Background: an optimization exercise with open tools, aiming at small area and a short achievable clock period. Do not read the settings as production practice. At most, simulation tests tie the RTL to the original design; equivalence was not proved. Power is estimated from default activity; no workload was simulated.

==> yarrow: inputs <==
==> flow/design.v <==
module memoria_dados_nrisc #(
  parameter int LARGURA_END = 8,
  parameter int LATENCIA    = 2
) (
  input  logic                   Clock,
  input  logic                   Reset_n,
  input  logic [LARGURA_END-1:0] EndMemDados,
  input  logic [7:0]             DadoEscritoMem,
  input  logic                   LerMem,
  input  logic                   EscMem,
  output logic [7:0]             DadoLidoMem,
  output logic                   Pronto,
  output logic                   Erro
  ,
  output logic [7:0]             PortaSaida
);
  logic ocioso_q, esp1_q, esp2_q, resp_q;
  logic [7:0] pos_q;
  logic [31:0] seln_q;             
  logic [7:0]  grp_q;              
  logic        porta_end_q;        
  logic [7:0]  slot_q;             
  logic [7:0]  dado_q;
  logic        ler_q, esc_q;
  logic [7:0] lido_q, porta_q;
  logic       erro_q;
  logic [7:0] r1_q [8];
  logic       wrp_q, rdp_q;
  logic [7:0] rdg_q;
  logic [7:0]  wga_q, wgan_q, wgb_q, wgbn_q;
  logic [15:0] wl_q, wln_q;
  logic [7:0] anel [256];
  logic [7:0] r1_d [8];
  logic [7:0] lido_d;
  logic       req, so_ler, so_esc, esc_mem, tarde;
  logic [5:0] soma_b;
  logic [2:0] soma_a0, soma_a1;
  logic [7:0] slot0;
  logic [7:0] grp_d;
  logic [6:0] wk;
  logic [7:0] wf, wfn;
  assign req     = LerMem | EscMem;
  assign so_ler  = ler_q & ~esc_q;
  assign so_esc  = esc_q & ~ler_q;
  assign esc_mem = so_esc & ~porta_end_q;
  assign soma_b  = {1'b0, EndMemDados[4:0]} + {1'b0, pos_q[4:0]};
  assign soma_a0 = EndMemDados[7:5] + pos_q[7:5];
  assign soma_a1 = EndMemDados[7:5] + pos_q[7:5] + 3'd1;
  assign slot0   = {soma_b[5] ? soma_a1 : soma_a0, soma_b[4:0]};
  always_comb
    for (int g = 0; g < 8; g++)
      grp_d[g] = soma_b[5] ? (soma_a1 == 3'(g)) : (soma_a0 == 3'(g));
  assign tarde = slot_q[0];
  assign wk    = 7'((9'(slot_q) + 9'd3) >> 1);
  always_ff @(posedge Clock or negedge Reset_n) begin
    if (!Reset_n) begin
      ocioso_q <= 1'b1;
      esp1_q   <= 1'b0;
      esp2_q   <= 1'b0;
      resp_q   <= 1'b0;
      erro_q   <= 1'b0;
      lido_q   <= '0;
      porta_q  <= '0;
      wrp_q    <= 1'b0;
      rdp_q    <= 1'b0;
      rdg_q    <= '0;
      wga_q    <= '0;
      wgan_q   <= '1;
    end else begin
      ocioso_q <= ~((ocioso_q & req) | esp1_q | esp2_q);
      esp1_q   <= ocioso_q & req;
      esp2_q   <= esp1_q;
      resp_q   <= esp2_q;
      erro_q   <= esp2_q & ler_q & esc_q;
      lido_q   <= lido_d;
      if (wrp_q)
        porta_q <= dado_q;
      wrp_q    <= esp1_q & so_esc & porta_end_q;
      rdp_q    <= esp1_q & so_ler & porta_end_q;
      for (int g = 0; g < 8; g++)
        rdg_q[g] <= esp1_q & so_ler & ~porta_end_q & grp_q[g];
      for (int i = 0; i < 8; i++) begin
        wga_q[i]  <=   esp1_q & esc_mem & ~tarde & (wk[6:4] == 3'(i));
        wgan_q[i] <= ~(esp1_q & esc_mem & ~tarde & (wk[6:4] == 3'(i)));
      end
    end
  end
  always_ff @(posedge Clock) begin
    pos_q <= pos_q + 8'd1;
    if (ocioso_q) begin
      for (int k = 0; k < 32; k++)
        seln_q[k] <= (slot0[4:0] != 5'(k));
      grp_q       <= grp_d;
      slot_q      <= slot0;
      porta_end_q <= &EndMemDados;
      dado_q      <= DadoEscritoMem;
      ler_q       <= LerMem;
      esc_q       <= EscMem;
    end
    for (int g = 0; g < 8; g++)
      r1_q[g] <= r1_d[g];
    for (int i = 0; i < 8; i++) begin
      wgb_q[i]  <=   esp2_q & esc_mem & tarde & (wk[6:4] == 3'(i));
      wgbn_q[i] <= ~(esp2_q & esc_mem & tarde & (wk[6:4] == 3'(i)));
    end
    for (int j = 0; j < 16; j++) begin
      wl_q[j]  <=   wk[3:0] == 4'(j);
      wln_q[j] <= ~(wk[3:0] == 4'(j));
    end
  end
  assign wf  = wga_q | wgb_q;
  assign wfn = wgan_q & wgbn_q;
  for (genvar p = 0; p < 256; p++) begin : g_anel
    if (p % 2 == 1) begin : g_passa
      always_ff @(posedge Clock)
        anel[p] <= anel[p-1];
    end else begin : g_porta_esc
      localparam int K = p / 2;
      logic we, keep;
      assign we   = wf[K >> 4] & wl_q[K & 15];
      assign keep = wfn[K >> 4] | wln_q[K & 15];
      always_ff @(posedge Clock)
        anel[p] <= ({8{we}} & dado_q) | ({8{keep}} & anel[(p + 255) % 256]);
    end
  end
  always_comb
    for (int g = 0; g < 8; g++) begin
      r1_d[g] = '1;
      for (int k = 0; k < 32; k++)
        r1_d[g] = r1_d[g] & ({8{seln_q[k]}} | anel[g*32 + k]);
    end
  always_comb begin
    lido_d = {8{rdp_q}} & porta_q;
    for (int g = 0; g < 8; g++)
      lido_d = lido_d | ({8{rdg_q[g]}} & r1_q[g]);
  end
  assign DadoLidoMem = lido_q;
  assign Pronto      = resp_q;
  assign Erro        = erro_q;
  assign PortaSaida  = porta_q;
endmodule
==> flow/run.sh <==
#!/bin/bash
# synth_recipe.tcl (not shown) runs the flow's synth.tcl, then flattens the netlist and writes it again
# the make line also repeats each setting of config.mk as NAME=value (left out here)
make -C /OpenROAD-flow-scripts/flow DESIGN_CONFIG=/design/flow/config.mk WORK_HOME=/design/flow/orfs CLKGATE_MAP_FILE= SYNTH_SCRIPT=/design/flow/synth_recipe.tcl finish
==> flow/config.mk <==
export PLATFORM = sky130hd
export DESIGN_NAME = memoria_dados_nrisc
export DESIGN_NICKNAME = memoria_dados_nrisc
export VERILOG_FILES = /design/flow/design.v
export SDC_FILE = /design/flow/constraint.sdc
export NUM_CORES = 4
export LEC_CHECK = 0
export CAP_MARGIN = 20
export CORE_MARGIN = 2
export CORE_UTILIZATION = 55
export CTS_CLUSTER_DIAMETER = 60
export CTS_CLUSTER_SIZE = 30
export PLACE_DENSITY = 0.65
export SETUP_SLACK_MARGIN = 1.85
export SLEW_MARGIN = 20
==> flow/constraint.sdc <==
create_clock -name core_clock -period 4.0 [get_ports {Clock}]
set_input_delay 0.8000 -clock core_clock [delete_from_list [all_inputs] [get_ports {Clock}]]
set_output_delay 0.8000 -clock core_clock [all_outputs]
set_load 0.01 [all_outputs]
==> garnet (differences from yarrow) <==
--- a/flow/config.mk
+++ b/flow/config.mk
@@ -7,9 +7,9 @@
 export LEC_CHECK = 0
 export CAP_MARGIN = 20
 export CORE_MARGIN = 2
-export CORE_UTILIZATION = 55
+export CORE_UTILIZATION = 60
 export CTS_CLUSTER_DIAMETER = 60
 export CTS_CLUSTER_SIZE = 30
-export PLACE_DENSITY = 0.65
-export SETUP_SLACK_MARGIN = 1.85
-export SLEW_MARGIN = 20
+export PLACE_DENSITY = 0.7
+export SETUP_SLACK_MARGIN = 1.8
+export SLEW_MARGIN = 50
==> sierra (differences from yarrow) <==
==> flow/design.v (replaced) <==
module memoria_dados_nrisc #(
  parameter int LARGURA_END = 8,
  parameter int LATENCIA    = 2
) (
  input  logic                   Clock,
  input  logic                   Reset_n,
  input  logic [LARGURA_END-1:0] EndMemDados,
  input  logic [7:0]             DadoEscritoMem,
  input  logic                   LerMem,
  input  logic                   EscMem,
  output logic [7:0]             DadoLidoMem,
  output logic                   Pronto,
  output logic                   Erro
  ,
  output logic [7:0]             PortaSaida
);
  logic ocioso_q, esp1_q, esp2_q, resp_q;
  logic [7:0]  grp_q;              
  logic [31:0] seln_q;             
  logic [7:0]  dado_q;
  logic        ler_q, esc_q;
  logic [7:0] lido_q, porta_q;
  logic       erro_q;
  logic [7:0] r1_q [8];
  logic       wrp_q;
  logic [7:0] rdg_q, whi_q, whin_q;
  logic [7:0] mem [255];
  logic [7:0] palavra [256];
  logic [7:0] r1_d [8];
  logic [7:0] lido_d;
  logic req, so_ler, so_esc, eh_porta;
  assign req      = LerMem | EscMem;
  assign so_ler   = ler_q & ~esc_q;
  assign so_esc   = esc_q & ~ler_q;
  assign eh_porta = grp_q[7] & ~seln_q[31];
  always_ff @(posedge Clock or negedge Reset_n) begin
    if (!Reset_n) begin
      ocioso_q <= 1'b1;
      esp1_q   <= 1'b0;
      esp2_q   <= 1'b0;
      resp_q   <= 1'b0;
      erro_q   <= 1'b0;
      lido_q   <= '0;
      porta_q  <= '0;
      rdg_q    <= '0;
      wrp_q    <= 1'b0;
      whi_q    <= '0;
      whin_q   <= '1;
    end else begin
      ocioso_q <= ~((ocioso_q & req) | esp1_q | esp2_q);
      esp1_q   <= ocioso_q & req;
      esp2_q   <= esp1_q;
      resp_q   <= esp2_q;
      erro_q   <= esp2_q & ler_q & esc_q;
      lido_q   <= lido_d;
      if (wrp_q)
        porta_q <= dado_q;
      wrp_q    <= esp1_q & so_esc & eh_porta;
      for (int g = 0; g < 8; g++) begin
        rdg_q[g]  <=   esp1_q & so_ler & grp_q[g];
        whi_q[g]  <=   esp1_q & so_esc & grp_q[g];
        whin_q[g] <= ~(esp1_q & so_esc & grp_q[g]);
      end
    end
  end
  always_ff @(posedge Clock) begin
    if (ocioso_q) begin
      for (int g = 0; g < 8; g++)
        grp_q[g] <= (EndMemDados[7:5] == 3'(g));
      for (int k = 0; k < 32; k++)
        seln_q[k] <= (EndMemDados[4:0] != 5'(k));
      dado_q <= DadoEscritoMem;
      ler_q  <= LerMem;
      esc_q  <= EscMem;
    end
    for (int g = 0; g < 8; g++)
      r1_q[g] <= r1_d[g];
  end
  always_comb begin
    lido_d = '0;
    for (int g = 0; g < 8; g++)
      lido_d = lido_d | ({8{rdg_q[g]}} & r1_q[g]);
  end
  always_comb
    for (int g = 0; g < 8; g++) begin
      r1_d[g] = '1;
      for (int k = 0; k < 32; k++)
        r1_d[g] = r1_d[g] & ({8{seln_q[k]}} | palavra[g*32 + k]);
    end
  for (genvar w = 0; w < 256; w++) begin : g_palavra
    if (w == 255) begin : g_porta
      assign palavra[w] = porta_q;
    end else begin : g_mem
      logic we, keep;
      assign we   = whi_q[w >> 5] & ~seln_q[w & 31];
      assign keep = whin_q[w >> 5] | seln_q[w & 31];
      always_ff @(posedge Clock)
        mem[w] <= ({8{we}} & dado_q) | ({8{keep}} & mem[w]);
      assign palavra[w] = mem[w];
    end
  end
  assign DadoLidoMem = lido_q;
  assign Pronto      = resp_q;
  assign Erro        = erro_q;
  assign PortaSaida  = porta_q;
endmodule
--- a/flow/config.mk
+++ b/flow/config.mk
@@ -7,9 +7,9 @@
 export LEC_CHECK = 0
 export CAP_MARGIN = 20
 export CORE_MARGIN = 2
-export CORE_UTILIZATION = 55
+export CORE_UTILIZATION = 70
 export CTS_CLUSTER_DIAMETER = 60
 export CTS_CLUSTER_SIZE = 30
-export PLACE_DENSITY = 0.65
-export SETUP_SLACK_MARGIN = 1.85
+export PLACE_DENSITY = 0.8
+export SETUP_SLACK_MARGIN = 1.8
 export SLEW_MARGIN = 20
==> indigo (differences from yarrow) <==
==> flow/design.v (replaced) <==
module memoria_dados_nrisc #(
  parameter int LARGURA_END = 8,
  parameter int LATENCIA    = 2
) (
  input  logic                   Clock,
  input  logic                   Reset_n,
  input  logic [LARGURA_END-1:0] EndMemDados,
  input  logic [7:0]             DadoEscritoMem,
  input  logic                   LerMem,
  input  logic                   EscMem,
  output logic [7:0]             DadoLidoMem,
  output logic                   Pronto,
  output logic                   Erro
  ,
  output logic [7:0]             PortaSaida
);
  localparam int S0 = 5;            
  localparam int NG = 256 >> S0;    
  logic ocioso_q, esp1_q, esp2_q, resp_q;
  logic [7:0] end_q, dado_q;
  logic       ler_q, esc_q;
  logic [7:0] lido_q, porta_q;
  logic       erro_q;
  logic [7:0] r0_q [NG];
  logic [7:0] r1_q;
  logic        rd_q, wrp_q;
  logic [15:0] whi_q, whin_q;
  logic [7:0] mem [255];
  logic [7:0] palavra [256];
  logic        req, so_ler, so_esc, eh_porta;
  logic [15:0] lo;
  assign req      = LerMem | EscMem;
  assign so_ler   = ler_q & ~esc_q;
  assign so_esc   = esc_q & ~ler_q;
  assign eh_porta = &end_q;
  always_ff @(posedge Clock or negedge Reset_n) begin
    if (!Reset_n) begin
      ocioso_q <= 1'b1;
      esp1_q   <= 1'b0;
      esp2_q   <= 1'b0;
      resp_q   <= 1'b0;
      erro_q   <= 1'b0;
      lido_q   <= '0;
      porta_q  <= '0;
      rd_q     <= 1'b0;
      wrp_q    <= 1'b0;
      whi_q    <= '0;
      whin_q   <= '1;
    end else begin
      ocioso_q <= (ocioso_q & ~req) | resp_q;
      esp1_q   <= ocioso_q & req;
      esp2_q   <= esp1_q;
      resp_q   <= esp2_q;
      erro_q   <= esp2_q & ler_q & esc_q;
      lido_q   <= rd_q ? r1_q : 8'h00;
      if (wrp_q)
        porta_q <= dado_q;
      rd_q     <= esp1_q & so_ler;
      wrp_q    <= esp1_q & so_esc & eh_porta;
      for (int i = 0; i < 16; i++) begin
        whi_q[i]  <=   esp1_q & so_esc & (end_q[7:4] == 4'(i));
        whin_q[i] <= ~(esp1_q & so_esc & (end_q[7:4] == 4'(i)));
      end
    end
  end
  always_ff @(posedge Clock) begin
    if (ocioso_q) begin
      end_q  <= EndMemDados;
      dado_q <= DadoEscritoMem;
      ler_q  <= LerMem;
      esc_q  <= EscMem;
    end
    for (int g = 0; g < NG; g++)
      r0_q[g] <= palavra[{(8-S0)'(g), EndMemDados[S0-1:0]}];
    r1_q <= r0_q[end_q[7:S0]];
  end
  always_comb
    for (int j = 0; j < 16; j++)
      lo[j] = (end_q[3:0] == 4'(j));
  for (genvar w = 0; w < 256; w++) begin : g_palavra
    if (w == 255) begin : g_porta
      assign palavra[w] = porta_q;
    end else begin : g_mem
      logic we, keep;
      assign we   = whi_q[w >> 4] & lo[w & 15];
      assign keep = whin_q[w >> 4] | ~lo[w & 15];
      always_ff @(posedge Clock)
        mem[w] <= ({8{we}} & dado_q) | ({8{keep}} & mem[w]);
      assign palavra[w] = mem[w];
    end
  end
  assign DadoLidoMem = lido_q;
  assign Pronto      = resp_q;
  assign Erro        = erro_q;
  assign PortaSaida  = porta_q;
endmodule
--- a/flow/config.mk
+++ b/flow/config.mk
@@ -7,9 +7,6 @@
 export LEC_CHECK = 0
 export CAP_MARGIN = 20
 export CORE_MARGIN = 2
-export CORE_UTILIZATION = 55
-export CTS_CLUSTER_DIAMETER = 60
-export CTS_CLUSTER_SIZE = 30
-export PLACE_DENSITY = 0.65
-export SETUP_SLACK_MARGIN = 1.85
+export CORE_UTILIZATION = 40
+export SETUP_SLACK_MARGIN = 0.3
 export SLEW_MARGIN = 20
==> comparison table <==
| quantity | sierra | indigo | garnet | yarrow |
|---|---|---|---|---|
| Run status | finished clean | finished clean | finished clean | finished clean |
| Share of synthesized cell area in full adder, half adder and majority cells | 0% | 0% | 0.250% | 0.250% |
| Pin count of the biggest net entering global routing | 137 | 156 | 130 | 130 |
| Total standard cell area after synthesis | 79300 sq um | 82200 sq um | 71000 sq um | 71000 sq um |
| Post-synthesis cell type count | 29 | 49 | 59 | 59 |
| Clock network fraction of total power | 31.7% | 47.8% | 34.5% | 34.6% |
| Final Non-Filler Cells | 10362 | 12198 | 7658 | 7780 |
| Met3 wire length | 25300 um | 36900 um | 50000 um | 48100 um |
| Cts repair resizes | 144 | 0 | 74 | 130 |
| Post-synthesis net count | 9435 | 9880 | 6249 | 6249 |
| Worst hold-check path type | in2async | in2async | reg2reg | in2async |
| Ant. Diodes | 4 | 7 | 95 | 77 |
| Flop-to-flop setup slack | 1.72 ns | 0.72 ns | 1.70 ns | 1.60 ns |
| Fraction of power consumed by combinational cells | 11.9% | 1.8% | 10.4% | 10.2% |
| Global-route wire length before repair | 352000 um | 483000 um | 399000 um | 408000 um |
| Number of sequential cells | 2200 | 2185 | 2274 | 2274 |
Function not checked in indigo: the RTL went through the layout flow alone.

-- re-timing with driven ports --
Ports are ideal in the flow. The routed layouts listed here were re-timed in OpenROAD. Step 1: set_driving_cell puts a clkbuf_16 on Clock and a buf_2 on each other input, an assumption about the parent block. Step 2 adds t to the input delays and takes it off the output delays; t is the mean of the earliest and latest rising clock arrival at the registers after step 1. Input paths then give back, and output paths get back, about the clock's delay inside the block. a / b / c = no drivers / after step 1 / after step 2; a / b = the first two.
| run | t, ns | setup WS [ns] | hold WS [ns] | clock arrival spread, ns | worst slew at a driven data input, ns | pins driven straight from the clock port |
|---|---|---|---|---|---|---|
| yarrow | 0.889 | 1.596 / 1.596 / 1.021 | 0.109 / 0.047 / 0.312 | 0.041 / 0.041 | 0.04 | 1 |
| garnet | 0.875 | 1.699 / 1.699 / 1.042 | 0.335 / 0.335 / 0.335 | 0.035 / 0.036 | 0.07 | 1 |
| sierra | 0.850 | 1.716 / 1.697 / 1.582 | 0.186 / 0.134 / 0.401 | 0.042 / 0.042 | 0.18 | 1 |
| indigo | 0.978 | 0.720 / 0.720 / -0.113 | 0.063 / -0.006 / 0.386 | 0.046 / 0.045 | 0.03 | 1 |
Met with ideal ports but missed after step 2: setup timing in indigo. The setup slack of indigo, which loses most, moves by 0.000 ns with the drivers and by -0.833 ns with both steps.
